This design comes from an exercise in tuning for small area on the open sky130 flow, not from production work. The RTL was checked by simulation tests, not by an equivalence proof against the original design. Power figures rest on the tool's default switching activity, not on a simulated workload.

`config.mk`:
```
export PLATFORM = sky130hd
export DESIGN_NAME = program_loader_top
export DESIGN_NICKNAME = program_loader_top
export VERILOG_FILES = /design/flow/design.v
export SDC_FILE = /design/flow/constraint.sdc
export NUM_CORES = 8
export LEC_CHECK = 0
export CAP_MARGIN = 20
export CORE_MARGIN = 2
export CORE_UTILIZATION = 40
export SLEW_MARGIN = 20
export SYNTH_MEMORY_MAX_BITS = 65536
```
`design.v`:
```
`default_nettype none
package loader_pkg;
   typedef logic [7:0] byte_t;
   typedef logic [31:0] word_t;
   typedef logic [7:0] word_addr_t;
   localparam int MEM_DEPTH = 256;
   localparam int CLKS_PER_BIT = 8;
   localparam int CLK_CNT_W = $clog2(CLKS_PER_BIT);
   localparam word_t TOGGLE_WORD = 32'hffff_ffff;
   localparam int INS_POINTS = 4;
   localparam int INS_SPACING = MEM_DEPTH / INS_POINTS;
   localparam int TAP_POINTS = 32;
   localparam int TAP_SPACING = MEM_DEPTH / TAP_POINTS;
   localparam int TAP_OFFSET = 12;
endpackage
`default_nettype wire
`timescale 1ns/1ps
`default_nettype none
import loader_pkg::*;
module uart_rx (
   input  logic              clk,
   input  logic              reset,
   input  logic              rx,
   output logic              byte_valid,
   output loader_pkg::byte_t rx_byte,
   output logic              in_stop
);
   typedef enum logic [1:0] {
      RX_IDLE,
      RX_START,
      RX_DATA,
      RX_STOP
   } rx_state_t;
   rx_state_t            state;
   logic                 rx_meta;
   logic                 rx_sync;
   logic [CLK_CNT_W-1:0] clk_count;
   logic [2:0]           bit_index;
   loader_pkg::byte_t                data_shift;
   always_ff @(posedge clk) begin
      if (reset) begin
         rx_meta <= 1'b1;
         rx_sync <= 1'b1;
      end else begin
         rx_meta <= rx;
         rx_sync <= rx_meta;
      end
   end
   always_ff @(posedge clk) begin
      if (reset) begin
         state      <= RX_IDLE;
         clk_count  <= '0;
         bit_index  <= '0;
         byte_valid <= 1'b0;
      end else begin
         byte_valid <= 1'b0;
         clk_count  <= clk_count + 1'b1;
         case (state)
            RX_IDLE: begin
               clk_count <= '0;
               if (!rx_sync) state <= RX_START;
            end
            RX_START: begin
               if (clk_count == CLK_CNT_W'(CLKS_PER_BIT / 2 - 1)) begin
                  clk_count <= '0;
                  bit_index <= '0;
                  state     <= rx_sync ? RX_IDLE : RX_DATA;
               end
            end
            RX_DATA: begin
               if (clk_count == CLK_CNT_W'(CLKS_PER_BIT - 1)) begin
                  clk_count  <= '0;
                  bit_index  <= bit_index + 1'b1;
                  if (bit_index == 3'd7) state <= RX_STOP;
               end
            end
            RX_STOP: begin
               if (clk_count == CLK_CNT_W'(CLKS_PER_BIT - 1)) begin
                  byte_valid <= rx_sync;
                  state      <= RX_IDLE;
               end
            end
            default: state <= RX_IDLE;
         endcase
      end
   end
   always_ff @(posedge clk) begin
      if (state == RX_DATA && clk_count == CLK_CNT_W'(CLKS_PER_BIT - 1)) begin
         data_shift <= {rx_sync, data_shift[7:1]};
      end
   end
   assign rx_byte = data_shift;
   assign in_stop = (state == RX_STOP);
endmodule
`default_nettype wire
`timescale 1ns/1ps
`default_nettype none
import loader_pkg::*;
module instruction_loader (
   input  logic                   clk,
   input  logic                   reset,
   input  logic                   byte_valid,
   input  loader_pkg::byte_t      rx_byte,
   input  loader_pkg::word_addr_t phase,
   output logic                   in_execution,
   output loader_pkg::word_addr_t word_count,
   output logic [INS_POINTS*4-1:0] ins_enable,
   output loader_pkg::byte_t      ins_byte
);
   logic [1:0] byte_pos;
   logic       all_ones;      
   logic       pending;       
   logic       word_pending;  
   logic       hit;
   logic [1:0] lane;
   logic [1:0] point;
   wire byte_ones = &rx_byte;
   wire toggle    = all_ones && byte_ones;
   assign hit   = pending && (phase[5:0] == word_count[5:0]);
   assign point = phase[7:6] - word_count[7:6];
   assign lane  = byte_pos - 2'd1;
   always_comb begin
      ins_enable = '0;
      ins_enable[{point, lane}] = hit;
   end
   always_ff @(posedge clk) begin
      if (byte_valid) begin
         ins_byte <= rx_byte;
         all_ones <= (byte_pos == 2'd0 || all_ones) && byte_ones;
      end
   end
   always_ff @(posedge clk) begin
      if (reset) begin
         byte_pos     <= 2'd0;
         in_execution <= 1'b0;
         word_count   <= '0;
         pending      <= 1'b0;
         word_pending <= 1'b0;
      end else begin
         if (byte_valid) begin
            byte_pos <= byte_pos + 2'd1;
            pending  <= 1'b1;
            if (byte_pos == 2'd3) begin
               if (toggle) begin
                  in_execution <= !in_execution;
                  if (in_execution) word_count <= '0;
               end else if (!in_execution) begin
                  word_pending <= 1'b1;
               end
            end
         end else if (hit) begin
            pending <= 1'b0;
            if (word_pending) begin
               word_count   <= word_count + 1'b1;
               word_pending <= 1'b0;
            end
         end
      end
   end
endmodule
`default_nettype wire
`timescale 1ns/1ps
`default_nettype none
import loader_pkg::*;
module instruction_memory (
   input  logic                   clk,
   input  logic [INS_POINTS*4-1:0] ins_enable,
   input  loader_pkg::byte_t      ins_byte,
   input  loader_pkg::word_addr_t tap_sel,
   output loader_pkg::word_t      read_data
);
   localparam int W = 32;
   localparam int TSB = $clog2(TAP_SPACING);
   logic [MEM_DEPTH*W-1:0] ring;
   logic [MEM_DEPTH*W-1:0] ring_next;
   always_comb begin
      ring_next = {ring[(MEM_DEPTH-1)*W-1:0], ring[(MEM_DEPTH-1)*W +: W]};
      for (int j = 0; j < INS_POINTS; j++) begin
         for (int k = 0; k < 4; k++) begin
            if (ins_enable[j*4+k])
               ring_next[(j*INS_SPACING+1)*W + (3-k)*8 +: 8] = ins_byte;
         end
      end
   end
   always_ff @(posedge clk) begin
      ring <= ring_next;
   end
   logic [W-1:0] taps [TAP_POINTS];
   always_comb begin
      for (int i = 0; i < TAP_POINTS; i++)
         taps[i] = ring[((i*TAP_SPACING + TAP_OFFSET) % MEM_DEPTH)*W +: W];
   end
   logic [W-1:0] tap_word;
   logic [W-1:0] delay [TAP_SPACING-1];
   assign tap_word = taps[tap_sel[7:TSB]];
   always_ff @(posedge clk) begin
      delay[0] <= tap_word;
      for (int k = 1; k < TAP_SPACING-1; k++) delay[k] <= delay[k-1];
   end
   logic [TSB-1:0] fine;
   assign fine = tap_sel[TSB-1:0];
   assign read_data = (fine == '0) ? tap_word : delay[fine - 1'b1];
endmodule
`default_nettype wire
`timescale 1ns/1ps
`default_nettype none
import loader_pkg::*;
module instruction_fetch (
   input  logic                   clk,
   input  logic                   reset,
   input  logic                   in_execution,
   input  logic                   in_stop,
   input  logic                   byte_valid,
   input  loader_pkg::word_addr_t word_count,
   output loader_pkg::word_addr_t phase,
   output loader_pkg::word_addr_t tap_sel,
   output logic                   instr_valid,
   output logic                   program_done,
   output loader_pkg::word_addr_t instr_pc
);
   logic done;
   logic at_start;
   logic at_last;
   always_ff @(posedge clk) begin
      if (reset) phase <= '0;
      else       phase <= phase + 1'b1;
   end
   always_ff @(posedge clk) begin
      if (!(in_stop || byte_valid || in_execution)) tap_sel <= phase;
   end
   assign instr_pc = phase - tap_sel - 8'(TAP_OFFSET);
   assign at_start = (instr_pc == 8'hff);
   assign at_last  = (instr_pc == word_count - 1'b1);
   always_ff @(posedge clk) begin
      if (reset || !in_execution) begin
         instr_valid <= 1'b0;
         done        <= 1'b0;
      end else begin
         instr_valid <= !done && (at_start ? (word_count != '0)
                                           : (instr_valid && !at_last));
         done        <= done || (at_last && (instr_valid || word_count == '0));
      end
   end
   assign program_done = done && in_execution;
endmodule
`default_nettype wire
`timescale 1ns/1ps
`default_nettype none
import loader_pkg::*;
module program_loader_top (
   input  logic        clk,
   input  logic        reset,
   input  logic        rx,
   output logic        in_execution,
   output logic        instr_valid,
   output logic        program_done,
   output logic [7:0]  instr_pc,
   output logic [31:0] instr_data
);
   logic                   byte_valid;
   loader_pkg::byte_t      rx_byte;
   logic                   in_stop;
   loader_pkg::word_addr_t word_count;
   loader_pkg::word_addr_t phase;
   loader_pkg::word_addr_t tap_sel;
   logic [INS_POINTS*4-1:0] ins_enable;
   loader_pkg::byte_t      ins_byte;
   uart_rx uart_rx_inst (
      .clk        (clk),
      .reset      (reset),
      .rx         (rx),
      .byte_valid (byte_valid),
      .rx_byte    (rx_byte),
      .in_stop    (in_stop)
   );
   instruction_loader instruction_loader_inst (
      .clk          (clk),
      .reset        (reset),
      .byte_valid   (byte_valid),
      .rx_byte      (rx_byte),
      .phase        (phase),
      .in_execution (in_execution),
      .word_count   (word_count),
      .ins_enable   (ins_enable),
      .ins_byte     (ins_byte)
   );
   instruction_memory instruction_memory_inst (
      .clk        (clk),
      .ins_enable (ins_enable),
      .ins_byte   (ins_byte),
      .tap_sel    (tap_sel),
      .read_data  (instr_data)
   );
   instruction_fetch instruction_fetch_inst (
      .clk          (clk),
      .reset        (reset),
      .in_execution (in_execution),
      .in_stop      (in_stop),
      .byte_valid   (byte_valid),
      .word_count   (word_count),
      .phase        (phase),
      .tap_sel      (tap_sel),
      .instr_valid  (instr_valid),
      .program_done (program_done),
      .instr_pc     (instr_pc)
   );
endmodule
`default_nettype wire
```
`constraint.sdc`:
```
create_clock -name core_clock -period 8.0 [get_ports {clk}]
set_input_delay 1.6000 -clock core_clock [delete_from_list [all_inputs] [get_ports {clk}]]
set_output_delay 1.6000 -clock core_clock [all_outputs]
set_load 0.01 [all_outputs]
```
`run.sh`:
```
#!/bin/bash
# synth_recipe.tcl (not shown) runs the flow's synth.tcl, then flattens the netlist and writes it again
# the make line also repeats each setting of config.mk as NAME=value (left out here)
make -C /OpenROAD-flow-scripts/flow DESIGN_CONFIG=/design/flow/config.mk WORK_HOME=/design/flow/orfs CLKGATE_MAP_FILE= SYNTH_SCRIPT=/design/flow/synth_recipe.tcl finish
```
==> flow_summary_export.csv, run 1 <==
group,metric,value,unit
sta,fmaxAchievable,0.1336,GHz
sta,worst_slew_pin_slew,1.277,ns
sta,holdWs,0.2607,ns
cts,clkLatencyLatePin,1.06,ns
min_path,hp-class,"flop to flop",
sta,rsz0062_at_grt,"no",
synth,syn_inst,10487,
outcome,status,"complete, no violations",
synth,yosys.area.top_type_share,0.9235,
die,num_rows,248,
sta,timing.final.crit_share,0.9360,
global_routing,antenna_found_initial,98,
die,start_util,0.4016,
die,ios,46,
drt,avgViaCountPerCell,4.364,
min_path,hold_start,"instruction_memory_inst.ring[3710]",
critical_path,rr_startpoint,"instruction_fetch_inst.tap_sel[7]",
cts,hold_buffers,0,
critical_path,reg2regPathDepth,8,
critical_path,crit_path_max_fanout,17,
power,power_density,360.7,nW/um^2
sta,slew_violations,0,
critical_path,r2r_end,"instruction_memory_inst.delay[0][2]",
cts,cts.htree.levels,6,
critical_path,r2r_slack,3.75,ns
drt,routed_wl,390.9,mm
finish,drive_above_1_share,0.1288,
sta,period_minus_slack,7.488,ns
cts,path_clk_slew,0.06,ns
placed_design,gp_congestion,0.8819,
run,drv_cap,0,
drt,first_iter_violations,7313,
die,chipWidth,680.7,um
synth,yosys_warnings,6,
cts,cts_tree,"done",
critical_path,crit_chain,"buf_4 -> nand2_1 -> nor3_4 -> buf_4 -> a2111oi_0 -> and4b_1 -> a31oi_1 -> buf_4 -> a21o_1 -> clkdlybuf4s50_1",
critical_path,cp_slowest_stage_delay,0.82,ns
critical_path,cp_data_required_time,6.40,ns
critical_path,crit_top_cell,"buf_4",
drt,drtPass1Iterations,11,
sta,fin_ws,0.5123,ns
synth,netlist_top_cells_count,"8450 x dfxtp_1, 323 x nand3_1, 194 x a22oi_1",
placed_design,portBuffers,45,
placed_design,dp_hpwl,258.8,mm
cts,cts_buffer_depth,4,
global_routing,first_global_vias,72901,
synth,ys_ff_latch,8475,
drt,antenna_left,0,
cts,cts_resized,0,
synth,synth_nets,10521,
critical_path,crit_slowest_cell,"nor3_4",
drt,drc_errors,0,
min_path,holdPathStages,0,
synth,synth_ff_type,"dfxtp_1",
sta,tns,0,ns
drt,wl_per_cell,22.00,um
critical_path,critPathLaunchType,"flop",
synth,syn_area_per_cell,17.47,um^2
critical_path,path_class,"flop to output pin",
global_routing,grt-ovfl-total,0,
die,core,456100,um^2
min_path,hold_end,"instruction_memory_inst.ring[3742]",
cts,clock-sinks,8475,
power,p_leak,85.79,nW
synth,netlist_area,183200,um^2
global_routing,grt_max_degree,66,
placed_design,place_ws,1.663,ns
sta,setup_violations,0,
cts,clock-root-buffer,"clkbuf_16",
sta,skew,0.08735,ns
synth,synth-edff-count,25,
global_routing,gr-usage-all-layers,0.1640,
sta,relSlewSlack,0.1407,
synth,yosysSeqAreaShare,0.9276,
cts,cts_inserted_buffers,722,
finish,area_growth,18.15,%
finish,final_nets,11171,
drt,vias,77553,
die,dieArea,463400,um^2
synth,synthTopCellsByArea,"dfxtp_1 92%, nand3_1 0.88%, mux2_2 0.88%",
die,die_h,680.7,um
power,ir_worst_vdd,0.2714,mV
synth,yosysUniqueCellTypes,76,
global_routing,grt_pass1_wl,534.6,mm
critical_path,end_kind,"output pin",
synth,yosysMostFrequentCell,"dfxtp_1",
cts,cts_setup_buffers,0,
sta,hold_viol,0,
critical_path,arrival,5.89,ns
synth,synth_area_leader_cell,"dfxtp_1",
synth,async_reset_ff_frac,0,
power,power.total,78.06,mW
state kept, by name, summed over array words and instances (netlist names), 2 cells and up, named ones only:
signal,cells
instruction_memory_inst.ring,8192
instruction_loader_inst.ins_byte,8
instruction_loader_inst.byte_pos,2
uart_rx_inst.bit_index,3
instruction_loader_inst.word_count,8
uart_rx_inst.data_shift,8
instruction_memory_inst.delay,224
instruction_fetch_inst.phase,8
instruction_fetch_inst.tap_sel,8
uart_rx_inst.clk_count,3
placed cells by master, fill, tap and decap left out, types with 41 or more instances in the layout:
cell	n
nand4_1	118
mux2_2	143
and3_1	126
nand3_1	318
nor2_1	119
buf_4	99
clkbuf_16	723
clkinv_2	122
mux2i_1	41
clkbuf_8	171
bufinv_16	54
a22oi_1	194
a21oi_1	75
clkbuf_1	153
clkdlybuf4s50_1	45
dfxtp_1	8450
nand2_1	48
metal layers:
layer	global-route usage	wire (um)	vias to the layer above
met5	0	39	-
met4	0.07854	20670	6
met1	0.2265	177800	37792
met3	0.04619	32490	1042
met2	0.2369	159900	3026
li1	-	-	35687
final cells by class:
cell class | instances | area, um^2
Antenna cell | 34 | 85.08
Tap cell | 6000 | 7507
Clock inverter | 279 | 3979
Sequential cell | 8475 | 169900
Multi-Input combinational cell | 1753 | 12530
Clock buffer | 1047 | 21020
Inverter | 39 | 146.4
Fill cell | 38014 | 239700
Timing Repair Buffer | 146 | 1234
how the worst max path moves through the flow:
stage,startpoint,to,slack [ns],cells after the start
final,instruction_fetch_inst.tap_sel[7],instr_data[2],0.51,10
after global routing,instruction_fetch_inst.tap_sel[5],instr_data[20],0.51,9
after CTS,instruction_fetch_inst.tap_sel[6],instr_data[23],0.51,8
after detailed placement,instruction_fetch_inst.tap_sel[6],instr_data[23],1.66,8
after global placement,instruction_fetch_inst.tap_sel[7],instr_data[2],1.48,10
after floorplan,instruction_fetch_inst.tap_sel[1],instr_pc[7],4.02,10
logic make-up after synthesis:
logic type                 synth area share
adders and majority gates          0.002158
DFF                                  0.9276
and+or+nand+nor                     0.02746
AOI/OAI and AO/OA                   0.02262
muxes                               0.01195
buffers and inverters              0.005881
xor gates and xnor gates           0.002350
per-stage QoR:
stage | std cells | cell area, um^2 | utilization
floorplan | 10487 | 183200 | -
global placement | 16413 | 191300 | 0.4195
detailed placement | 16413 | 191300 | 0.4195
CTS | 17739 | 216300 | 0.4743
global route | 17741 | 216300 | 0.4743
finish | 17773 | 216400 | 0.4745
critical path: cells and delay by family (launching register included):
kind            cells  cell delay (ns)
buf+inv             4             1.59
simple gates        3             1.41
compound gates      3             1.08
flops               1             0.70
power breakdown:
part           switching (mW)  total, mW  internal, mW
registers              0.0156       42.2          42.2
clock network            15.2       35.4          20.3
logic                   0.250      0.379         0.129
total                    15.5       78.1          62.6
==> inputs of run 2 (changes only) <==
--- a/design.v
+++ b/design.v
@@ -167,5 +167,6 @@
    input  logic [INS_POINTS*4-1:0] ins_enable,
    input  loader_pkg::byte_t      ins_byte,
-   input  loader_pkg::word_addr_t tap_sel,
+   input  logic [TAP_POINTS-1:0]  tap_hot,
+   input  logic [TAP_SPACING-1:0] fine_hot,
    output loader_pkg::word_t      read_data
 );
@@ -193,12 +194,16 @@
    logic [W-1:0] tap_word;
    logic [W-1:0] delay [TAP_SPACING-1];
-   assign tap_word = taps[tap_sel[7:TSB]];
+   always_comb begin
+      tap_word = '0;
+      for (int i = 0; i < TAP_POINTS; i++) tap_word |= taps[i] & {W{tap_hot[i]}};
+   end
    always_ff @(posedge clk) begin
       delay[0] <= tap_word;
       for (int k = 1; k < TAP_SPACING-1; k++) delay[k] <= delay[k-1];
    end
-   logic [TSB-1:0] fine;
-   assign fine = tap_sel[TSB-1:0];
-   assign read_data = (fine == '0) ? tap_word : delay[fine - 1'b1];
+   always_comb begin
+      read_data = tap_word & {W{fine_hot[0]}};
+      for (int k = 1; k < TAP_SPACING; k++) read_data |= delay[k-1] & {W{fine_hot[k]}};
+   end
 endmodule
 `default_nettype wire
@@ -214,5 +219,6 @@
    input  loader_pkg::word_addr_t word_count,
    output loader_pkg::word_addr_t phase,
-   output loader_pkg::word_addr_t tap_sel,
+   output logic [TAP_POINTS-1:0]  tap_hot,
+   output logic [TAP_SPACING-1:0] fine_hot,
    output logic                   instr_valid,
    output logic                   program_done,
@@ -220,4 +226,5 @@
 );
    logic done;
+   loader_pkg::word_addr_t tap_sel;
    logic at_start;
    logic at_last;
@@ -229,4 +236,8 @@
       if (!(in_stop || byte_valid || in_execution)) tap_sel <= phase;
    end
+   always_comb begin
+      for (int i = 0; i < TAP_POINTS; i++)  tap_hot[i]  = (tap_sel[7:$clog2(TAP_SPACING)] == i);
+      for (int i = 0; i < TAP_SPACING; i++) fine_hot[i] = (tap_sel[$clog2(TAP_SPACING)-1:0] == i);
+   end
    assign instr_pc = phase - tap_sel - 8'(TAP_OFFSET);
    assign at_start = (instr_pc == 8'hff);
@@ -263,5 +274,6 @@
    loader_pkg::word_addr_t word_count;
    loader_pkg::word_addr_t phase;
-   loader_pkg::word_addr_t tap_sel;
+   logic [TAP_POINTS-1:0]  tap_hot;
+   logic [TAP_SPACING-1:0] fine_hot;
    logic [INS_POINTS*4-1:0] ins_enable;
    loader_pkg::byte_t      ins_byte;
@@ -289,5 +301,6 @@
       .ins_enable (ins_enable),
       .ins_byte   (ins_byte),
-      .tap_sel    (tap_sel),
+      .tap_hot    (tap_hot),
+      .fine_hot   (fine_hot),
       .read_data  (instr_data)
    );
@@ -300,5 +313,6 @@
       .word_count   (word_count),
       .phase        (phase),
-      .tap_sel      (tap_sel),
+      .tap_hot      (tap_hot),
+      .fine_hot     (fine_hot),
       .instr_valid  (instr_valid),
       .program_done (program_done),
--- a/config.mk
+++ b/config.mk
@@ -8,5 +8,8 @@
 export CAP_MARGIN = 20
 export CORE_MARGIN = 2
-export CORE_UTILIZATION = 40
+export CORE_UTILIZATION = 60
+export CTS_CLUSTER_SIZE = 30
+export PLACE_DENSITY = 0.7
 export SLEW_MARGIN = 20
+export SYNTH_HIERARCHICAL = 1
 export SYNTH_MEMORY_MAX_BITS = 65536
==> flow_summary_export.csv, run 2 <==
group,metric,value,unit
min_path,hold_end,"instruction_memory_inst.ring[505]",
cts,cts.htree.levels,6,
critical_path,crit_path_max_fanout,19,
drt,wl_per_cell,25.32,um
critical_path,rr_startpoint,"instruction_fetch_inst.tap_sel[4]",
synth,ys_ff_latch,8475,
synth,synthTopCellsByArea,"dfxtp_1 94%, a22oi_1 1.9%, mux2_2 0.80%",
cts,clock-sinks,8475,
synth,synth_area_leader_cell,"dfxtp_1",
finish,final_cells,15112,
power,ir_worst_vdd,0.2983,mV
finish,largest_register,"instruction_memory_inst.ring",
synth,synth_nets,9954,
sta,timing.final.crit_share,0.8506,
synth,yosys_warnings,12,
power,power_density,365.6,nW/um^2
sta,fin_ws,1.195,ns
critical_path,arrival,5.20,ns
min_path,holdPathStages,0,
placed_design,place_ws,2.367,ns
global_routing,gr-usage-all-layers,0.2483,
die,start_util,0.6033,
drt,antenna_left,0,
global_routing,first_global_vias,78946,
placed_design,dp_cells,13838,
finish,fillCellCount,17357,
finish,regArea,169900,um^2
sta,setup_violations,0,
cts,path_clk_slew,0.06,ns
global_routing,grt-ovfl-total,0,
synth,yosysSeqAreaShare,0.9395,
synth,synth-edff-count,25,
synth,yosys.area.top_type_share,0.9353,
cts,clock-root-buffer,"clkbuf_16",
sta,skew,0.06205,ns
global_routing,antenna_found_initial,52,
critical_path,critPathLaunchType,"flop",
die,ios,46,
power,p_leak,84.03,nW
die,die_h,553.0,um
die,dieArea,305800,um^2
synth,yosysMostFrequentCell,"dfxtp_1",
sta,slew_violations,0,
critical_path,crit_slowest_cell,"nor2_4",
critical_path,reg2regPathDepth,7,
cts,clkLatencyLatePin,1.07,ns
drt,first_iter_violations,7407,
synth,syn_inst,9924,
die,num_rows,201,
outcome,status,"complete, no violations",
finish,drive_above_1_share,0.1293,
sta,hold_viol,0,
critical_path,cp_data_required_time,6.40,ns
synth,async_reset_ff_frac,0,
finish,layout_commonest_cell,"dfxtp_1",
finish,multi_input_area,10450,um^2
min_path,hold_start,"instruction_memory_inst.ring[473]",
die,chipWidth,553.0,um
sta,relSlewSlack,0.1902,
min_path,hp-class,"flop to flop",
drt,routed_wl,382.6,mm
drt,vias,74838,
cts,cts_tree,"done",
placed_design,gp_congestion,0.9202,
sta,rsz0062_at_grt,"no",
sta,holdWs,0.2829,ns
finish,layout_common_cells,"8450 x dfxtp_1, 697 x clkbuf_16, 450 x a22oi_1",
critical_path,cp_slowest_stage_delay,0.95,ns
drt,drtPass1Iterations,15,
finish,final_nets,10602,
critical_path,r2r_slack,4.50,ns
die,core,299800,um^2
cts,cts_setup_buffers,0,
placed_design,portBuffers,45,
finish,largest_reg_flops,8192,
sta,fmaxAchievable,0.1470,GHz
cts,hold_buffers,0,
critical_path,end_kind,"output pin",
sta,tns,0,ns
cts,cts_buffer_depth,4,
sta,period_minus_slack,6.805,ns
critical_path,crit_chain,"or3b_2 -> nor2_4 -> buf_4 -> a22o_1 -> a221oi_2 -> nand3_1 -> or4_4 -> a21o_1 -> clkdlybuf4s50_1",
sta,worst_slew_pin_slew,1.212,ns
run,drv_cap,0,
finish,top_regs,"instruction_memory_inst.ring x8192, instruction_memory_inst.delay x224",
synth,syn_area_per_cell,18.22,um^2
cts,cts_resized,0,
synth,netlist_area,180900,um^2
drt,drc_errors,0,
synth,yosysUniqueCellTypes,69,
critical_path,path_class,"flop to output pin",
placed_design,dp_hpwl,219.9,mm
global_routing,grt_pass1_wl,544.9,mm
finish,area_growth,16.14,%
synth,synth_ff_type,"dfxtp_1",
cts,cts_inserted_buffers,690,
synth,netlist_top_cells_count,"8450 x dfxtp_1, 450 x a22oi_1, 128 x clkbuf_1, 128 x mux2_2, 110 x nand3_1",
drt,avgViaCountPerCell,4.952,
global_routing,grt_max_degree,30,
critical_path,r2r_end,"instruction_memory_inst.delay[0][0]",
run 2: cell count changes in the layout (fill, tap and decap cells not counted), sizes merged, moves of 35 or more:
cell     delta
a22oi     +256
nor2       -70
nand3     -213
a221oi     +36
a2111oi    -37
a21oi      -65
and3      -118
mux2i      -40
a22o       +45
nand2      -35
nand4      -50
run 2: worst max-delay path by stage:
stage                                 startpoint        endpoint  slack [ns]
6_report       instruction_fetch_inst.tap_sel[7]  instr_data[20]        1.20
3_5_place_dp   instruction_fetch_inst.tap_sel[7]  instr_data[20]        2.37
4_1_cts        instruction_fetch_inst.tap_sel[7]  instr_data[20]        1.20
3_3_place_gp   instruction_fetch_inst.tap_sel[7]  instr_data[20]        2.50
5_1_grt        instruction_fetch_inst.tap_sel[4]   instr_data[0]        1.24
2_1_floorplan  instruction_fetch_inst.tap_sel[1]     instr_pc[7]        4.09
run 2: critical path, delay by kind of cell, from the launching register on:
family	cells	cell delay (ns)
simple gates	4	1.88
compound gates	3	0.64
flops	1	0.51
buf+inv	2	1.12
run 2: logic make-up (layout without fill, tap and decap cells):
logic type	count (synthesis)	in the layout	share of synthesized area
muxes	129	129	0.008025
DFF	8475	8475	0.9395
and+or+nand+nor	366	366	0.01190
xor gates and xnor gates	41	41	0.002380
adders and majority gates	27	27	0.001909
AOI/OAI and AO/OA	692	692	0.03166
other	0	28	0
buffers and inverters	194	1396	0.004649
run 2: final cells by class:
class / count / share of cell area
Antenna cell: 28 / 0.0003336
Clock buffer: 1023 / 0.09648
Clock inverter: 223 / 0.01561
Inverter: 32 / 0.0005718
Multi-Input combinational cell: 1255 / 0.04975
Sequential cell: 8475 / 0.8089
Tap cell: 3958 / 0.02358
Timing Repair Buffer: 118 / 0.004771
run 2: per-stage QoR:
stage / util / instance area (um^2) / power, mW
final: 0.7007 / 210100 / 76.79
after global routing: 0.7005 / 210000 / 78.76
after CTS: 0.7005 / 210000 / 77.20
after detailed placement: 0.6219 / 186400 / 43.31
after global placement: 0.6219 / 186400 / 43.31
after floorplan: - / 180900 / 43.23
run 2: report_power, final:
| group | internal, mW | switching (mW) | leakage [nW] | total [mW] |
|---|---|---|---|---|
| Combinational | 0.0413 | 0.107 | 4.24 | 0.148 |
| Sequential | 42.2 | 0.00873 | 68.3 | 42.2 |
| Clock | 19.3 | 15.2 | 11.5 | 34.4 |
run 2: routing by layer:
metal,global-route usage,vias to the layer above,wire length [um]
met5,0.0007814,-,34
met4,0.1163,4,19840
met3,0.06418,1098,30830
met2,0.3894,3262,173800
met1,0.3241,36701,158100
li1,-,33773,-
run 2: Yosys stat by module, one instance, submodules excluded, a selection:
module	times used	area, um^2
instruction_loader	1	1333
instruction_memory	1	177200
uart_rx	1	764.5
instruction_fetch	1	1602
==> inputs of run 3 (changes only) <==
--- a/design.v
+++ b/design.v
@@ -8,4 +8,5 @@
    localparam int CLK_CNT_W = $clog2(CLKS_PER_BIT);
    localparam word_t TOGGLE_WORD = 32'hffff_ffff;
+   localparam int RING_LEN = MEM_DEPTH - 1;
    localparam int INS_POINTS = 4;
    localparam int INS_SPACING = MEM_DEPTH / INS_POINTS;
@@ -117,10 +118,16 @@
    wire byte_ones = &rx_byte;
    wire toggle    = all_ones && byte_ones;
-   assign hit   = pending && (phase[5:0] == word_count[5:0]);
-   assign point = phase[7:6] - word_count[7:6];
+   logic                   full;
+   logic                   behind;
+   loader_pkg::word_addr_t diff;
+   assign full   = (word_count == 8'hff);
+   assign behind = (phase < word_count);
+   assign diff   = phase - word_count;
+   assign hit   = pending && (full || diff[5:0] == {5'b0, behind});
+   assign point = diff[7:6];
    assign lane  = byte_pos - 2'd1;
    always_comb begin
       ins_enable = '0;
-      ins_enable[{point, lane}] = hit;
+      ins_enable[{point, lane}] = hit && !full;
    end
    always_ff @(posedge clk) begin
@@ -173,28 +180,75 @@
    localparam int W = 32;
    localparam int TSB = $clog2(TAP_SPACING);
-   logic [MEM_DEPTH*W-1:0] ring;
-   logic [MEM_DEPTH*W-1:0] ring_next;
+   logic [RING_LEN*W-1:0] ring;
+   logic [RING_LEN*W-1:0] ring_next;
+   logic [W-1:0]           ring_in [INS_POINTS];
+   logic [INS_POINTS*4-1:0] ins_hold;
+   assign ins_hold = ~ins_enable;
    always_comb begin
-      ring_next = {ring[(MEM_DEPTH-1)*W-1:0], ring[(MEM_DEPTH-1)*W +: W]};
-      for (int j = 0; j < INS_POINTS; j++) begin
-         for (int k = 0; k < 4; k++) begin
-            if (ins_enable[j*4+k])
-               ring_next[(j*INS_SPACING+1)*W + (3-k)*8 +: 8] = ins_byte;
-         end
+      ring_next = {ring[(RING_LEN-1)*W-1:0], ring[(RING_LEN-1)*W +: W]};
+   end
+   for (genvar j = 0; j < INS_POINTS; j++) begin : g_ins
+      for (genvar b = 0; b < W; b++) begin : g_bit
+         localparam int SLOT = j*INS_SPACING + 1;
+         localparam int LANE = 3 - b/8;
+         lp_ao22 u_ins (
+            .a1 (ins_enable[j*4+LANE]), .a2 (ins_byte[b%8]),
+            .b1 (ins_hold[j*4+LANE]),   .b2 (ring[(SLOT-1)*W + b]),
+            .y  (ring_in[j][b])
+         );
       end
    end
    always_ff @(posedge clk) begin
-      ring <= ring_next;
+      for (int s = 0; s < RING_LEN; s++) begin
+         if (s % INS_SPACING == 1) ring[s*W +: W] <= ring_in[s/INS_SPACING];
+         else                      ring[s*W +: W] <= ring_next[s*W +: W];
+      end
    end
    logic [W-1:0] taps [TAP_POINTS];
    always_comb begin
       for (int i = 0; i < TAP_POINTS; i++)
-         taps[i] = ring[((i*TAP_SPACING + TAP_OFFSET) % MEM_DEPTH)*W +: W];
+         taps[i] = ring[((i*TAP_SPACING + TAP_OFFSET) % RING_LEN)*W +: W];
    end
    logic [W-1:0] tap_word;
    logic [W-1:0] delay [TAP_SPACING-1];
-   always_comb begin
-      tap_word = '0;
-      for (int i = 0; i < TAP_POINTS; i++) tap_word |= taps[i] & {W{tap_hot[i]}};
+   for (genvar b = 0; b < W; b++) begin : g_rd
+      logic [10:0] g;
+      logic [2:0]  n;
+      logic [2:0]  f;
+      for (genvar k = 0; k < 10; k++) begin : g_aoi
+         lp_aoi222 u_aoi (
+            .a1 (taps[3*k][b]),   .a2 (tap_hot[3*k]),
+            .b1 (taps[3*k+1][b]), .b2 (tap_hot[3*k+1]),
+            .c1 (taps[3*k+2][b]), .c2 (tap_hot[3*k+2]),
+            .y  (g[k])
+         );
+      end
+      lp_aoi22 u_aoi_last (
+         .a1 (taps[30][b]), .a2 (tap_hot[30]),
+         .b1 (taps[31][b]), .b2 (tap_hot[31]),
+         .y  (g[10])
+      );
+      lp_nand4 u_n0 (.a (g[0]), .b (g[1]), .c (g[2]),  .d (g[3]), .y (n[0]));
+      lp_nand4 u_n1 (.a (g[4]), .b (g[5]), .c (g[6]),  .d (g[7]), .y (n[1]));
+      lp_nand3 u_n2 (.a (g[8]), .b (g[9]), .c (g[10]),             .y (n[2]));
+      lp_or3   u_or (.a (n[0]), .b (n[1]), .c (n[2]), .y (tap_word[b]));
+      lp_aoi222 u_f0 (
+         .a1 (tap_word[b]), .a2 (fine_hot[0]),
+         .b1 (delay[0][b]), .b2 (fine_hot[1]),
+         .c1 (delay[1][b]), .c2 (fine_hot[2]),
+         .y  (f[0])
+      );
+      lp_aoi222 u_f1 (
+         .a1 (delay[2][b]), .a2 (fine_hot[3]),
+         .b1 (delay[3][b]), .b2 (fine_hot[4]),
+         .c1 (delay[4][b]), .c2 (fine_hot[5]),
+         .y  (f[1])
+      );
+      lp_aoi22 u_f2 (
+         .a1 (delay[5][b]), .a2 (fine_hot[6]),
+         .b1 (delay[6][b]), .b2 (fine_hot[7]),
+         .y  (f[2])
+      );
+      lp_nand3 u_out (.a (f[0]), .b (f[1]), .c (f[2]), .y (read_data[b]));
    end
    always_ff @(posedge clk) begin
@@ -202,8 +256,22 @@
       for (int k = 1; k < TAP_SPACING-1; k++) delay[k] <= delay[k-1];
    end
-   always_comb begin
-      read_data = tap_word & {W{fine_hot[0]}};
-      for (int k = 1; k < TAP_SPACING; k++) read_data |= delay[k-1] & {W{fine_hot[k]}};
-   end
+endmodule
+module lp_ao22 (input logic a1, a2, b1, b2, output logic y);
+   assign y = (a1 & a2) | (b1 & b2);
+endmodule
+module lp_aoi22 (input logic a1, a2, b1, b2, output logic y);
+   assign y = ~((a1 & a2) | (b1 & b2));
+endmodule
+module lp_aoi222 (input logic a1, a2, b1, b2, c1, c2, output logic y);
+   assign y = ~((a1 & a2) | (b1 & b2) | (c1 & c2));
+endmodule
+module lp_nand3 (input logic a, b, c, output logic y);
+   assign y = ~(a & b & c);
+endmodule
+module lp_nand4 (input logic a, b, c, d, output logic y);
+   assign y = ~(a & b & c & d);
+endmodule
+module lp_or3 (input logic a, b, c, output logic y);
+   assign y = a | b | c;
 endmodule
 `default_nettype wire
@@ -230,9 +298,14 @@
    logic at_last;
    always_ff @(posedge clk) begin
-      if (reset) phase <= '0;
-      else       phase <= phase + 1'b1;
+      if (reset || phase == 8'(RING_LEN - 1)) phase <= '0;
+      else                                    phase <= phase + 1'b1;
+   end
+   wire tracking = !(in_stop || byte_valid || in_execution);
+   always_ff @(posedge clk) begin
+      if (tracking) tap_sel <= phase;
    end
    always_ff @(posedge clk) begin
-      if (!(in_stop || byte_valid || in_execution)) tap_sel <= phase;
+      if (tracking) instr_pc <= 8'(1 - TAP_OFFSET);
+      else          instr_pc <= instr_pc + 1'b1;
    end
    always_comb begin
@@ -240,5 +313,4 @@
       for (int i = 0; i < TAP_SPACING; i++) fine_hot[i] = (tap_sel[$clog2(TAP_SPACING)-1:0] == i);
    end
-   assign instr_pc = phase - tap_sel - 8'(TAP_OFFSET);
    assign at_start = (instr_pc == 8'hff);
    assign at_last  = (instr_pc == word_count - 1'b1);
--- a/config.mk
+++ b/config.mk
@@ -9,4 +9,5 @@
 export CORE_MARGIN = 2
 export CORE_UTILIZATION = 60
+export CTS_CLUSTER_DIAMETER = 100
 export CTS_CLUSTER_SIZE = 30
 export PLACE_DENSITY = 0.7
==> flow_summary_export.csv, run 3 <==
group,metric,value,unit
drt,drtPass1Iterations,13,
critical_path,end_kind,"output pin",
power,p_leak,75.30,nW
synth,netlist_area,178400,um^2
sta,rsz0062_at_grt,"no",
synth,async_reset_ff_frac,0,
cts,cts.htree.levels,5,
critical_path,crit_path_max_fanout,23,
synth,synth_area_leader_cell,"dfxtp_1",
finish,final_cells,13980,
drt,drc_errors,0,
drt,antenna_left,0,
drt,avgViaCountPerCell,4.884,
global_routing,grt-ovfl-total,0,
power,ir_worst_vdd,0.2077,mV
placed_design,gp_congestion,0.8373,
finish,layout_common_cells,"8426 x dfxtp_1, 384 x a222oi_1, 325 x clkbuf_16",
run,drv_cap,0,
finish,fin_area,193200,um^2
sta,holdWs,0.2813,ns
sta,setup_violations,0,
finish,top_regs,"instruction_memory_inst.ring x8160, instruction_memory_inst.delay x224",
synth,synth_nets,9582,
placed_design,dp_hpwl,197.7,mm
die,start_util,0.6022,
drt,wl_per_cell,22.58,um
global_routing,gr-usage-all-layers,0.2059,
power,power_density,317.6,nW/um^2
synth,yosysMostFrequentCell,"dfxtp_1",
synth,syn_area_per_cell,18.67,um^2
sta,slew_violations,0,
finish,fillCellCount,19411,
cts,cts_buffer_depth,4,
sta,period_minus_slack,6.922,ns
sta,skew,0.08181,ns
sta,worst_slew_pin_slew,1.202,ns
critical_path,cp_slowest_stage_delay,0.72,ns
critical_path,critPathLaunchType,"flop",
critical_path,crit_slowest_cell,"nand2b_1",
finish,largest_reg_flops,8160,
global_routing,grt_pass1_wl,451.9,mm
drt,first_iter_violations,7309,
synth,ys_ff_latch,8451,
finish,regArea,169400,um^2
synth,netlist_top_cells_count,"8426 x dfxtp_1, 384 x a222oi_1, 128 x a22o_1",
min_path,hp-class,"flop to flop",
finish,final_nets,10005,
sta,fin_ws,1.078,ns
die,chipWidth,549.3,um
cts,path_clk_slew,0.11,ns
drt,routed_wl,315.7,mm
sta,tns,0,ns
cts,cts_resized,0,
die,num_rows,200,
critical_path,crit_top_cell,"a222oi_1",
drt,vias,68276,
global_routing,antenna_found_initial,29,
die,ios,46,
die,core,296300,um^2
critical_path,crit_chain,"nand2b_1 -> nor2_4 -> buf_4 -> a222oi_1 -> nand4_1 -> or3_1 -> a222oi_1 -> nand3_1 -> clkdlybuf4s50_1",
outcome,status,"complete, no violations",
cts,cts_setup_buffers,0,
cts,clkLatencyLatePin,0.99,ns
placed_design,place_ws,2.200,ns
sta,hold_viol,0,
finish,multi_input_area,9064,um^2
synth,yosys.area.top_type_share,0.9455,
placed_design,dp_cells,13596,
finish,drive_above_1_share,0.05539,
placed_design,placed_area,184500,um^2
die,dieArea,301700,um^2
finish,layout_commonest_cell,"dfxtp_1",
sta,relSlewSlack,0.1968,
global_routing,grt_max_degree,32,
critical_path,arrival,5.32,ns
sta,fmaxAchievable,0.1445,GHz
placed_design,portBuffers,45,
synth,synth_ff_type,"dfxtp_1",
synth,syn_inst,9557,
cts,cts_inserted_buffers,321,
synth,yosysUniqueCellTypes,67,
cts,hold_buffers,0,
synth,synthTopCellsByArea,"dfxtp_1 95%, a222oi_1 2.2%, a22o_1 0.63%",
finish,area_growth,8.303,%
finish,largest_register,"instruction_memory_inst.ring",
critical_path,cp_data_required_time,6.40,ns
cts,clock-root-buffer,"clkbuf_16",
synth,yosys_warnings,15,
global_routing,first_global_vias,67719,
cts,clock-sinks,8451,
sta,timing.final.crit_share,0.8652,
cts,cts_tree,"done",
synth,yosysSeqAreaShare,0.9497,
critical_path,path_class,"flop to output pin",
synth,synth-edff-count,25,
die,die_h,549.3,um
==> run 3: changes by cell type in the layout (fill, tap and decap cells not counted), moves of 31 or more <==
cell	previous run	this run
clkbuf_1	166	10
a21o_1	32	1
a22oi_1	450	0
a221oi_2	53	0
a22o_1	62	128
mux2_2	128	2
a222oi_1	32	384
or3_1	6	37
bufinv_16	46	1
a22oi_2	0	64
clkbuf_8	160	0
clkinv_2	99	0
clkbuf_16	697	325
==> run 3: metrics by stage <==
| stage | utilization | power, mW |
|---|---|---|
| 6_report | 0.6522 | 61.37 |
| 3_3_place_gp | 0.6228 | 43.16 |
| 5_1_grt | 0.6520 | 63.10 |
| 3_5_place_dp | 0.6228 | 43.17 |
| 2_1_floorplan | - | 43.10 |
| 4_1_cts | 0.6520 | 61.69 |
==> run 3: final cells by class <==
class / count / area share
Sequential cell: 8451 / 0.8769
Multi-Input combinational cell: 1056 / 0.04691
Clock buffer: 335 / 0.04228
Tap cell: 3939 / 0.02551
Timing Repair Buffer: 112 / 0.004973
Clock inverter: 28 / 0.002461
Inverter: 38 / 0.0007382
Antenna cell: 21 / 0.0002720
==> run 3: Yosys stat by module (local to each module, per instance), a selection <==
module | cells | area [um^2]
instruction_fetch | 177 | 1496
instruction_loader | 181 | 1565
instruction_memory | 8400 | 167900
lp_ao22 | 1 | 8.758
lp_aoi22 | 1 | 12.51
lp_aoi222 | 1 | 10.01
lp_nand3 | 1 | 5.005
lp_nand4 | 1 | 6.256
lp_or3 | 1 | 6.256
uart_rx | 63 | 764.5
==> run 3: logic make-up (layout without fill, tap and decap cells) <==
logic type,after synthesis,in the layout,synth area share
mux,5,5,0.0002945
other cells,0,21,0
fa+ha+maj,22,22,0.001585
buf+inv,50,513,0.001164
xor+xnor,32,32,0.001571
compound gates,634,634,0.03461
simple gates,363,363,0.01112
flops,8451,8451,0.9497
==> run 3: final timing paths <==
| check | start | end | slack [ns] | cells past startpoint |
|---|---|---|---|---|
| setup / recovery | instruction_fetch_inst.tap_sel[4] | instr_data[9] | 1.08 | 9 |
| hold / removal | instruction_memory_inst.ring[6614] | instruction_memory_inst.ring[6646] | 0.28 | 0 |
| hold reg to reg | instruction_memory_inst.ring[6614] | instruction_memory_inst.ring[6646] | 0.28 | 0 |
| setup reg to reg | instruction_loader_inst.word_count[0] | instruction_memory_inst.ring[4137] | 3.49 | 12 |
==> run 3: layer usage <==
| layer | GRT usage | share of wire | vias to the layer above |
|---|---|---|---|
| li1 | - | - | 32175 |
| met2 | 0.3072 | 0.43 | 2153 |
| met5 | 0 | 0.000067 | - |
| met4 | 0.07032 | 0.035 | 4 |
| met3 | 0.03733 | 0.071 | 585 |
| met1 | 0.3048 | 0.47 | 33359 |
==> run 3: where the power goes <==
part           internal [mW]  switching (mW)
clock                   7.52            11.6
sequential              42.1         0.00826
combinational         0.0241           0.104
==> run 3: critical path: cells and delay by family (launching register included) <==
kind	cells	cell delay, ns
simple gates	5	2.15
buf+inv	2	0.90
compound gates	2	0.81
flops	1	0.42
==> inputs of run 4 (changes only) <==
--- a/config.mk
+++ b/config.mk
@@ -10,5 +10,5 @@
 export CORE_UTILIZATION = 60
 export CTS_CLUSTER_DIAMETER = 100
-export CTS_CLUSTER_SIZE = 30
+export CTS_CLUSTER_SIZE = 25
 export PLACE_DENSITY = 0.7
 export SLEW_MARGIN = 20
==> flow_summary_export.csv, run 4 <==
group,metric,value,unit
sta,timing.final.crit_share,0.8634,
drt,antenna_left,0,
finish,drive_above_1_share,0.06065,
cts,path_clk_slew,0.09,ns
power,power.total,62.83,mW
cts,hold_buffers,0,
cts,cts.htree.levels,5,
critical_path,critPathLaunchType,"flop",
min_path,hold_end,"instruction_memory_inst.ring[6516]",
drt,drc_errors,0,
sta,setup_violations,0,
synth,yosys_warnings,15,
critical_path,r2r_slack,3.51,ns
placed_design,dp_hpwl,197.7,mm
cts,cts_inserted_buffers,377,
finish,largest_reg_flops,8160,
die,core,296300,um^2
critical_path,arrival,5.31,ns
finish,largest_register,"instruction_memory_inst.ring",
synth,yosysMostFrequentCell,"dfxtp_1",
sta,rsz0062_at_grt,"no",
drt,first_iter_violations,7490,
power,power_density,322.7,nW/um^2
cts,clock-sinks,8451,
drt,vias,68743,
finish,layout_commonest_cell,"dfxtp_1",
critical_path,crit_top_cell,"a222oi_1",
synth,syn_area_per_cell,18.67,um^2
finish,top_regs,"instruction_memory_inst.ring x8160, instruction_memory_inst.delay x224",
synth,synth_area_leader_cell,"dfxtp_1",
finish,final_nets,10062,
sta,tns,0,ns
critical_path,crit_cells,9,
synth,netlist_top_cells_count,"8426 x dfxtp_1, 384 x a222oi_1, 128 x a22o_1",
die,num_rows,200,
power,ir_worst_vdd,0.2204,mV
critical_path,crit_family,"simple AND/OR/NAND/NOR gates",
sta,hold_viol,0,
global_routing,antenna_found_initial,28,
run,drv_cap,0,
power,p_leak,76.01,nW
critical_path,path_class,"flop to output pin",
global_routing,grt-ovfl-total,0,
sta,fmaxAchievable,0.1448,GHz
critical_path,crit_chain,"nand2b_1 -> nor2_4 -> buf_4 -> a222oi_1 -> nand4_1 -> or3_1 -> a222oi_1 -> nand3_1 -> clkdlybuf4s50_1",
min_path,holdPathStages,0,
synth,yosysSeqAreaShare,0.9497,
synth,async_reset_ff_frac,0,
sta,period_minus_slack,6.907,ns
cts,cts_setup_buffers,0,
cts,clkLatencyLatePin,0.99,ns
drt,wl_per_cell,22.76,um
cts,cts_tree,"done",
die,die_h,549.3,um
synth,synth_nets,9582,
min_path,hold_start,"instruction_memory_inst.ring[6484]",
die,chipWidth,549.3,um
sta,slew_violations,0,
critical_path,cp-startpoint,"instruction_fetch_inst.tap_sel[4]",
cts,cts_resized,0,
outcome,status,"complete, no violations",
synth,synth-edff-count,25,
die,ios,46,
cts,clock-root-buffer,"clkbuf_16",
synth,yosys.area.top_type_share,0.9455,
synth,synthTopCellsByArea,"dfxtp_1 95%, a222oi_1 2.2%, a22o_1 0.63%",
global_routing,gr-usage-all-layers,0.2086,
critical_path,end_kind,"output pin",
drt,avgViaCountPerCell,4.901,
synth,ys_ff_latch,8451,
placed_design,gp_congestion,0.8373,
sta,relSlewSlack,0.1998,
finish,area_growth,9.111,%
synth,yosysUniqueCellTypes,67,
critical_path,crit_slowest_cell,"nand2b_1",
die,start_util,0.6022,
synth,netlist_area,178400,um^2
drt,drtPass1Iterations,13,
finish,layout_common_cells,"8426 x dfxtp_1, 384 x a222oi_1, 380 x clkbuf_16",
drt,routed_wl,319.2,mm
placed_design,place_ws,2.200,ns
critical_path,reg2regPathDepth,12,
critical_path,rr_startpoint,"instruction_loader_inst.word_count[0]",
critical_path,crit_path_max_fanout,23,
placed_design,portBuffers,45,
global_routing,grt_max_degree,31,
critical_path,cp_slowest_stage_delay,0.71,ns
global_routing,first_global_vias,68871,
global_routing,grt_pass1_wl,457.6,mm
min_path,hp-class,"flop to flop",
critical_path,cp_num_buf_inv,2,
sta,fin_ws,1.093,ns
sta,skew,0.07609,ns
synth,synth_ff_type,"dfxtp_1",
sta,worst_slew_pin_slew,1.198,ns
critical_path,r2r_end,"instruction_memory_inst.ring[4139]",
die,dieArea,301700,um^2
synth,syn_inst,9557,
cts,cts_buffer_depth,4,
critical_path,cp_data_required_time,6.40,ns
run 4: logic make-up (layout without fill, tap and decap cells):
logic type               count (synthesis)  after routing  share of synthesized area
XOR/XNOR                                32             32                   0.001571
other                                    0             12                          0
AO/OA/AOI/OAI                          634            634                    0.03461
flip-flops                            8451           8451                     0.9497
buffers and inverters                   50            567                   0.001164
multiplexers                             5              5                  0.0002945
adder cells (fa/ha/maj)                 22             22                   0.001585
AND/OR/NAND/NOR                        363            363                    0.01112
run 4: final cells by class:
type	instances	area [um^2]
Sequential cell	8451	169400
Fill cell	19150	101600
Clock buffer	388	9539
Multi-Input combinational cell	1056	9064
Tap cell	3939	4928
Timing Repair Buffer	113	968.4
Clock inverter	28	564.3
Inverter	38	142.6
Antenna cell	12	30.03
run 4: power breakdown:
part           leakage [nW]  internal, mW  switching (mW)
registers              68.1          42.1         0.00828
clock network          4.93          8.65            12.0
logic                  3.00        0.0241           0.105
total                  76.0          50.7            12.1
run 4: metal layers:
layer	part of all wire	wire length [um]	global-route usage	up-vias
li1	-	-	-	32285
met1	0.46	148100	0.3063	33614
met2	0.43	137700	0.3147	2240
met3	0.071	22520	0.03714	602
met4	0.034	10860	0.07124	2
met5	0.000056	18	0	-
run 4: worst max-delay path by stage:
stage                                end  slack (ns)
after detailed placement  instr_data[13]        2.20
after global routing       instr_data[7]        0.93
after global placement    instr_data[31]        2.38
final                      instr_data[7]        1.09
after CTS                 instr_data[13]        1.13
after floorplan            instr_data[0]        3.09
run 4: modules after synthesis (local to each module, per instance), excerpt:
module	times used	cell area [um^2]
lp_aoi22	64	12.51
instruction_memory	1	167900
instruction_loader	1	1565
lp_nand3	64	5.005
lp_ao22	128	8.758
lp_or3	32	6.256
lp_aoi222	384	10.01
run 4: through the flow:
stage	hold slack, ns	std cells	instance area, um^2	utilization
final	0.2724	14025	194700	0.6570
after global routing	0.2767	14014	194600	0.6569
after CTS	0.2678	14012	194600	0.6569
after detailed placement	0.3121	13596	184500	0.6228
after global placement	0.3096	13595	184500	0.6228
after floorplan	0.3096	9557	178400	-
==> inputs of run 5 (changes only) <==
--- a/design.v
+++ b/design.v
@@ -213,7 +213,7 @@
    logic [W-1:0] delay [TAP_SPACING-1];
    for (genvar b = 0; b < W; b++) begin : g_rd
-      logic [10:0] g;
+      logic [9:0]  g;
       logic [2:0]  n;
-      logic [2:0]  f;
+      logic [1:0]  f;
       for (genvar k = 0; k < 10; k++) begin : g_aoi
          lp_aoi222 u_aoi (
@@ -224,12 +224,11 @@
          );
       end
-      lp_aoi22 u_aoi_last (
-         .a1 (taps[30][b]), .a2 (tap_hot[30]),
-         .b1 (taps[31][b]), .b2 (tap_hot[31]),
-         .y  (g[10])
-      );
-      lp_nand4 u_n0 (.a (g[0]), .b (g[1]), .c (g[2]),  .d (g[3]), .y (n[0]));
-      lp_nand4 u_n1 (.a (g[4]), .b (g[5]), .c (g[6]),  .d (g[7]), .y (n[1]));
-      lp_nand3 u_n2 (.a (g[8]), .b (g[9]), .c (g[10]),             .y (n[2]));
+      logic [1:0] p;
+      logic [1:0] q;
+      lp_nand2 u_p0 (.a (taps[30][b]), .b (tap_hot[30]), .y (p[0]));
+      lp_nand2 u_p1 (.a (taps[31][b]), .b (tap_hot[31]), .y (p[1]));
+      lp_nand4 u_n0 (.a (g[0]), .b (g[1]), .c (g[2]), .d (g[3]), .y (n[0]));
+      lp_nand4 u_n1 (.a (g[4]), .b (g[5]), .c (g[6]), .d (g[7]), .y (n[1]));
+      lp_nand4 u_n2 (.a (g[8]), .b (g[9]), .c (p[0]), .d (p[1]), .y (n[2]));
       lp_or3   u_or (.a (n[0]), .b (n[1]), .c (n[2]), .y (tap_word[b]));
       lp_aoi222 u_f0 (
@@ -245,10 +244,7 @@
          .y  (f[1])
       );
-      lp_aoi22 u_f2 (
-         .a1 (delay[5][b]), .a2 (fine_hot[6]),
-         .b1 (delay[6][b]), .b2 (fine_hot[7]),
-         .y  (f[2])
-      );
-      lp_nand3 u_out (.a (f[0]), .b (f[1]), .c (f[2]), .y (read_data[b]));
+      lp_nand2 u_q0 (.a (delay[5][b]), .b (fine_hot[6]), .y (q[0]));
+      lp_nand2 u_q1 (.a (delay[6][b]), .b (fine_hot[7]), .y (q[1]));
+      lp_nand4 u_out (.a (f[0]), .b (f[1]), .c (q[0]), .d (q[1]), .y (read_data[b]));
    end
    always_ff @(posedge clk) begin
@@ -260,13 +256,10 @@
    assign y = (a1 & a2) | (b1 & b2);
 endmodule
-module lp_aoi22 (input logic a1, a2, b1, b2, output logic y);
-   assign y = ~((a1 & a2) | (b1 & b2));
+module lp_nand2 (input logic a, b, output logic y);
+   assign y = ~(a & b);
 endmodule
 module lp_aoi222 (input logic a1, a2, b1, b2, c1, c2, output logic y);
    assign y = ~((a1 & a2) | (b1 & b2) | (c1 & c2));
 endmodule
-module lp_nand3 (input logic a, b, c, output logic y);
-   assign y = ~(a & b & c);
-endmodule
 module lp_nand4 (input logic a, b, c, d, output logic y);
    assign y = ~(a & b & c & d);
--- a/config.mk
+++ b/config.mk
@@ -10,5 +10,5 @@
 export CORE_UTILIZATION = 60
 export CTS_CLUSTER_DIAMETER = 100
-export CTS_CLUSTER_SIZE = 25
+export CTS_CLUSTER_SIZE = 32
 export PLACE_DENSITY = 0.7
 export SLEW_MARGIN = 20
==> flow_summary_export.csv, run 5 <==
group,metric,value,unit
finish,final_core_util,0.6498,
sta,timing.final.crit_share,0.8690,
finish,drive_above_1_share,0.04640,
die,core,296300,um^2
critical_path,end_kind,"output pin",
finish,top_regs,"instruction_memory_inst.ring x8160, instruction_memory_inst.delay x224",
min_path,hp-class,"flop to flop",
critical_path,crit_path_max_fanout,17,
sta,rsz0062_at_grt,"no",
finish,final_cells,14020,
placed_design,dp_cells,13661,
finish,final_nets,10052,
synth,yosysSeqAreaShare,0.9508,
sta,worst_slew_pin_slew,1.137,ns
synth,ys_ff_latch,8451,
run,drv_cap,0,
cts,clkLatencyLatePin,0.97,ns
sta,setup_violations,0,
synth,synth-edff-count,25,
power,ir_worst_vdd,0.2184,mV
sta,skew,0.05434,ns
critical_path,cp_data_required_time,6.40,ns
cts,path_clk_slew,0.11,ns
cts,cts_tree,"done",
cts,clock-sinks,8451,
sta,tns,0,ns
critical_path,path_class,"flop to output pin",
cts,cts_inserted_buffers,303,
sta,period_minus_slack,6.952,ns
die,dieArea,301400,um^2
critical_path,critPathLaunchType,"flop",
placed_design,portBuffers,45,
synth,synth_ff_type,"dfxtp_1",
synth,yosys_warnings,15,
cts,hold_buffers,0,
global_routing,gr-usage-all-layers,0.2061,
synth,syn_area_per_cell,18.52,um^2
placed_design,dp_hpwl,197.9,mm
critical_path,cp_slowest_stage_delay,1.06,ns
sta,holdWs,0.3057,ns
global_routing,antenna_found_initial,41,
cts,clock-root-buffer,"clkbuf_16",
sta,fmaxAchievable,0.1438,GHz
critical_path,crit_chain,"nand2b_1 -> nor2_4 -> buf_4 -> a222oi_1 -> nand4_1 -> or3_1 -> a222oi_1 -> nand4_1 -> clkdlybuf4s50_1",
die,num_rows,200,
placed_design,gp_congestion,0.8516,
drt,wl_per_cell,22.57,um
finish,multi_input_area,8860,um^2
cts,cts_resized,0,
finish,regArea,169400,um^2
global_routing,first_global_vias,67184,
finish,layout_common_cells,"8426 x dfxtp_1, 384 x a222oi_1, 309 x clkbuf_16",
synth,netlist_top_cells_count,"8426 x dfxtp_1, 384 x a222oi_1, 167 x nand2_1",
power,p_leak,75.03,nW
synth,synth_area_leader_cell,"dfxtp_1",
sta,slew_violations,0,
finish,largest_reg_flops,8160,
synth,yosysMostFrequentCell,"dfxtp_1",
synth,async_reset_ff_frac,0,
finish,largest_register,"instruction_memory_inst.ring",
drt,vias,68729,
drt,antenna_left,0,
finish,layout_commonest_cell,"dfxtp_1",
global_routing,grt_pass1_wl,450.1,mm
drt,drtPass1Iterations,13,
critical_path,crit_slowest_cell,"nor2_4",
die,ios,46,
drt,routed_wl,316.4,mm
finish,fillCellCount,19665,
sta,hold_viol,0,
synth,syn_inst,9623,
drt,first_iter_violations,8215,
power,power_density,316.5,nW/um^2
die,chipWidth,549.0,um
critical_path,arrival,5.35,ns
cts,cts_setup_buffers,0,
synth,yosysUniqueCellTypes,65,
global_routing,grt-ovfl-total,0,
sta,relSlewSlack,0.2400,
finish,area_growth,8.053,%
die,die_h,549.0,um
synth,netlist_area,178200,um^2
synth,synthTopCellsByArea,"dfxtp_1 95%, a222oi_1 2.2%, a22o_1 0.63%",
cts,cts_buffer_depth,4,
die,start_util,0.6014,
synth,yosys.area.top_type_share,0.9466,
drt,drc_errors,0,
drt,avgViaCountPerCell,4.902,
cts,cts.htree.levels,5,
outcome,status,"complete, no violations",
synth,synth_nets,9648,
global_routing,grt_max_degree,34,
## run 5: changes by cell type in the layout (fill, tap and decap cells not counted), moves of 5 or more
cell       previous run  this run
a22oi_2              64         0
clkbuf_16           380       309
clkinv_16            11         2
clkinv_8              4        10
diode_2              12        17
nand2_1              36       167
nand3_1              84        18
nand4_1              69       132
## run 5: modules after synthesis (local to each module, per instance), excerpt
module,area [um^2],cells inside,copies in the design,flip-flops and latches
lp_or3,6.256,1,32,0
lp_aoi222,10.01,1,384,0
lp_nand2,3.754,1,128,0
instruction_memory,167900,8400,1,8384
instruction_loader,1565,181,1,22
uart_rx,782.0,65,1,19
lp_nand4,6.256,1,128,0
instruction_fetch,1496,177,1,26
lp_ao22,8.758,1,128,0
## run 5: area by class of cell
cell class | instances | share of cell area
flip-flops and latches | 8451 | 0.8800
multi-input cells | 1124 | 0.04602
clock buffers | 317 | 0.04032
well taps | 3939 | 0.02560
repair buffers | 109 | 0.004900
clock inverters | 25 | 0.002222
inverters | 38 | 0.0007408
diodes | 17 | 0.0002209
## run 5: critical path, delay by kind of cell (launching register included)
family                 cells  cell delay, ns
AO/OA/AOI/OAI              2            0.37
buffers and inverters      2            1.15
flip-flops                 1            0.43
AND/OR/NAND/NOR            5            2.39
## run 5: final timing paths
kind | depth (start not counted) | from | to | slack, ns
min | 0 | instruction_memory_inst.ring[3686] | instruction_memory_inst.ring[3718] | 0.31
max | 9 | instruction_fetch_inst.tap_sel[3] | instr_data[31] | 1.05
min reg2reg | 0 | instruction_memory_inst.ring[3686] | instruction_memory_inst.ring[3718] | 0.31
max reg2reg | 13 | instruction_loader_inst.word_count[0] | instruction_memory_inst.ring[41] | 3.03
## run 5: routing by layer
metal,part of all wire,GRT usage
met1,0.47,0.3126
met2,0.42,0.3049
met3,0.072,0.03183
met4,0.034,0.06846
met5,0.000098,0
## run 5: power by group
part | internal (mW) | total (mW) | leakage (nW) | switching (mW)
logic | 0.0240 | 0.127 | 2.94 | 0.103
clock network | 7.17 | 18.7 | 4.01 | 11.6
registers | 42.1 | 42.1 | 68.1 | 0.00856
## run 5: per-stage QoR
stage          area (um^2)  worst slack (ns)  power, mW
6_report            192500             1.048      60.94
3_5_place_dp        184300             2.104      43.17
4_1_cts             192500             1.060      61.19
5_1_grt             192500            0.9729      62.64
2_1_floorplan       178200             3.598      43.09
3_3_place_gp        184300             2.243      43.16
## run 5: cells by family after synthesis
logic type                 Yosys count  share of synthesized area
DFF                               8451                     0.9508
buffers and inverters               48                   0.001067
adders and majority gates           22                   0.001587
AOI/OAI and AO/OA                  570                    0.03019
xor gates and xnor gates            31                   0.001524
muxes                                5                  0.0002949
and+or+nand+nor                    496                    0.01449
==> inputs of run 6 (changes only) <==
--- a/config.mk
+++ b/config.mk
@@ -10,5 +10,5 @@
 export CORE_UTILIZATION = 60
 export CTS_CLUSTER_DIAMETER = 100
-export CTS_CLUSTER_SIZE = 32
+export CTS_CLUSTER_SIZE = 30
 export PLACE_DENSITY = 0.7
 export SLEW_MARGIN = 20
==> flow_summary_export.csv, run 6 <==
group,metric,value,unit
global_routing,grt_max_degree,33,
synth,synth_ff_type,"dfxtp_1",
power,p_clk_frac,0.313,
sta,slew_violations,0,
finish,top_regs,"instruction_memory_inst.ring x8160, instruction_memory_inst.delay x224",
finish,fin_area,193100,um^2
sta,hold_viol,0,
critical_path,crit_path_max_fanout,17,
synth,yosys_warnings,15,
global_routing,first_global_vias,67779,
synth,netlist_area,178200,um^2
critical_path,cp_data_required_time,6.40,ns
cts,cts_resized,0,
global_routing,grt-ovfl-total,0,
synth,netlist_top_cells_count,"8426 x dfxtp_1, 384 x a222oi_1, 167 x nand2_1",
sta,fmaxAchievable,0.1443,GHz
finish,final_nets,10071,
sta,holdWs,0.2871,ns
power,ir_worst_vdd,0.2250,mV
placed_design,dp_cells,13661,
cts,clkLatencyLatePin,0.97,ns
min_path,hp-class,"flop to flop",
finish,largest_reg_flops,8160,
drt,first_iter_violations,8433,
finish,layout_commonest_cell,"dfxtp_1",
synth,yosysSeqAreaShare,0.9508,
power,power.total,61.44,mW
finish,layout_common_cells,"8426 x dfxtp_1, 384 x a222oi_1, 328 x clkbuf_16",
finish,drive_above_1_share,0.04829,
synth,synth-edff-count,25,
global_routing,grt_pass1_wl,452.6,mm
synth,synth_nets,9648,
synth,yosysMostFrequentCell,"dfxtp_1",
placed_design,portBuffers,45,
sta,relSlewSlack,0.2669,
power,p_seq_frac,0.685,
synth,ys_ff_latch,8451,
power,internal-power,49.67,mW
drt,avgViaCountPerCell,4.916,
cts,cts_tree,"done",
finish,final_core_util,0.6516,
cts,hold_buffers,0,
sta,fin_ws,1.069,ns
finish,fillCellCount,19497,
placed_design,gp_congestion,0.8516,
cts,cts_inserted_buffers,322,
synth,syn_area_per_cell,18.52,um^2
sta,rsz0062_at_grt,"no",
outcome,status,"complete, no violations",
drt,routed_wl,317.7,mm
critical_path,end_kind,"output pin",
drt,drc_errors,0,
critical_path,path_class,"flop to output pin",
synth,synthTopCellsByArea,"dfxtp_1 95%, a222oi_1 2.2%, a22o_1 0.63%",
synth,synth_area_leader_cell,"dfxtp_1",
cts,clock-sinks,8451,
cts,path_clk_slew,0.11,ns
sta,skew,0.06185,ns
power,p_leak,75.28,nW
power,combPwrFrac,0.002,
power,power_density,318.3,nW/um^2
cts,clock-root-buffer,"clkbuf_16",
synth,syn_inst,9623,
critical_path,arrival,5.33,ns
die,chipWidth,549.0,um
min_path,holdPathStages,0,
drt,vias,69009,
drt,antenna_left,0,
placed_design,dp_hpwl,197.9,mm
sta,period_minus_slack,6.931,ns
placed_design,placed_area,184300,um^2
die,start_util,0.6014,
placed_design,place_ws,2.104,ns
die,ios,46,
sta,timing.final.crit_share,0.8664,
power,p_sw_frac,0.1916,
finish,final_cells,14039,
global_routing,gr-usage-all-layers,0.2072,
power,p_sw,11.77,mW
cts,cts.htree.levels,5,
synth,yosys.area.top_type_share,0.9466,
drt,wl_per_cell,22.63,um
cts,cts_buffer_depth,4,
cts,cts_setup_buffers,0,
die,die_h,549.0,um
synth,yosysUniqueCellTypes,65,
sta,setup_violations,0,
finish,regArea,169400,um^2
drt,drtPass1Iterations,12,
global_routing,antenna_found_initial,38,
sta,worst_slew_pin_slew,1.097,ns
sta,tns,0,ns
finish,area_growth,8.342,%
run,drv_cap,0,
critical_path,critPathLaunchType,"flop",
die,dieArea,301400,um^2
finish,multi_input_area,8860,um^2
die,core,296300,um^2
critical_path,reg2regPathDepth,13,
finish,largest_register,"instruction_memory_inst.ring",
die,num_rows,200,
synth,async_reset_ff_frac,0,
run 6: changes by cell type in the layout (fill, tap and decap cells not counted):
cell / change
clkbuf_16: +19
clkbuf_8: +1
clkinv_16: +4
clkinv_8: -4
diode_2: -1
inv_16: -2
inv_6: +3
inv_8: -1
run 6: critical path, cell delays in order (launching register included):
cell and delay, ns:
edfxtp_1 0.39, nand2b_1 0.69, nor2_4 0.41, buf_4 0.40, a222oi_1 0.37, nand4_1 0.27, or3_1 0.47, a222oi_1 0.45
nand4_1 0.28, clkdlybuf4s50_1 0.61
run 6: logic make-up (layout without fill, tap and decap cells):
group,Yosys count,in the layout,synth area share
xor gates and xnor gates,31,31,0.001524
buffers and inverters,48,509,0.001067
muxes,5,5,0.0002949
other,0,16,0
AOI/OAI and AO/OA,570,570,0.03019
adders and majority gates,22,22,0.001587
and+or+nand+nor,496,496,0.01449
DFF,8451,8451,0.9508
run 6: power groups by stage:
stage	sequential [mW]	combinational, mW	clock, mW
after floorplan	43.0	0.0566	0
after global placement	43.0	0.120	0
after detailed placement	43.0	0.125	0
after CTS	42.1	0.125	19.5
after global routing	42.1	0.129	20.9
final	42.1	0.128	19.2
run 6: layout make-up:
type	count	share of cell area
flip-flops and latches	8451	0.8776
multi-input cells	1124	0.04589
clock buffers	337	0.04274
well taps	3939	0.02553
repair buffers	109	0.004887
clock inverters	25	0.002372
inverters	38	0.0007388
diodes	16	0.0002074
run 6: per-module statistics from Yosys, one instance, submodules excluded, a selection:
module / copies in the design / cells inside / area, um^2 / flops+latches
lp_aoi222: 384 / 1 / 10.01 / 0
instruction_memory: 1 / 8400 / 167900 / 8384
uart_rx: 1 / 65 / 782.0 / 19
lp_ao22: 128 / 1 / 8.758 / 0
instruction_loader: 1 / 181 / 1565 / 22
lp_nand2: 128 / 1 / 3.754 / 0
run 6: final timing paths:
check	start	endpoint	slack, ns
max	instruction_fetch_inst.tap_sel[3]	instr_data[26]	1.07
min	instruction_memory_inst.ring[5886]	instruction_memory_inst.ring[5918]	0.29
max reg2reg	instruction_loader_inst.word_count[0]	instruction_memory_inst.ring[46]	3.07
min reg2reg	instruction_memory_inst.ring[5886]	instruction_memory_inst.ring[5918]	0.29
run 6: metal layers:
layer  vias to the layer above  wire length, um  global-route usage
li1                      32304                -                   -
met1                     33777           149400              0.3126
met2                      2317           134900              0.3085
met3                       611            22420             0.03222
met4                         0            10920             0.06785
met5                         -                0                   0

[separate check: timing with driven ports]
In the flow no input, the clock included, has a driving cell. The finished layouts below were timed again as built, in two steps. Step 1 sets driving cells, clkbuf_16 on the clock port and buf_2 on the other inputs (assumed; they add their load-dependent delay and slew). Step 2 also shifts input and output timing later by t, the mid clock arrival at the registers, as if the neighbouring blocks saw the same clock. Slacks: ideal / step 1 / step 2; pairs: ideal / step 1.
run	shift t [ns]	setup WS [ns]	latest minus earliest clock arrival (ns)	pins driven straight from the clock port
run 1	1.143	0.512 / 0.397 / 1.540	0.102 / 0.102	1
run 2	1.145	1.195 / 1.088 / 2.233	0.075 / 0.074	1
run 3	1.044	1.078 / 0.976 / 2.020	0.093 / 0.092	1
run 4	1.053	1.093 / 0.991 / 2.044	0.081 / 0.082	1
run 5	1.028	1.048 / 0.950 / 1.978	0.074 / 0.074	1
run 6	1.030	1.069 / 0.971 / 2.001	0.075 / 0.075	1
After both steps every run listed still meets setup and hold.
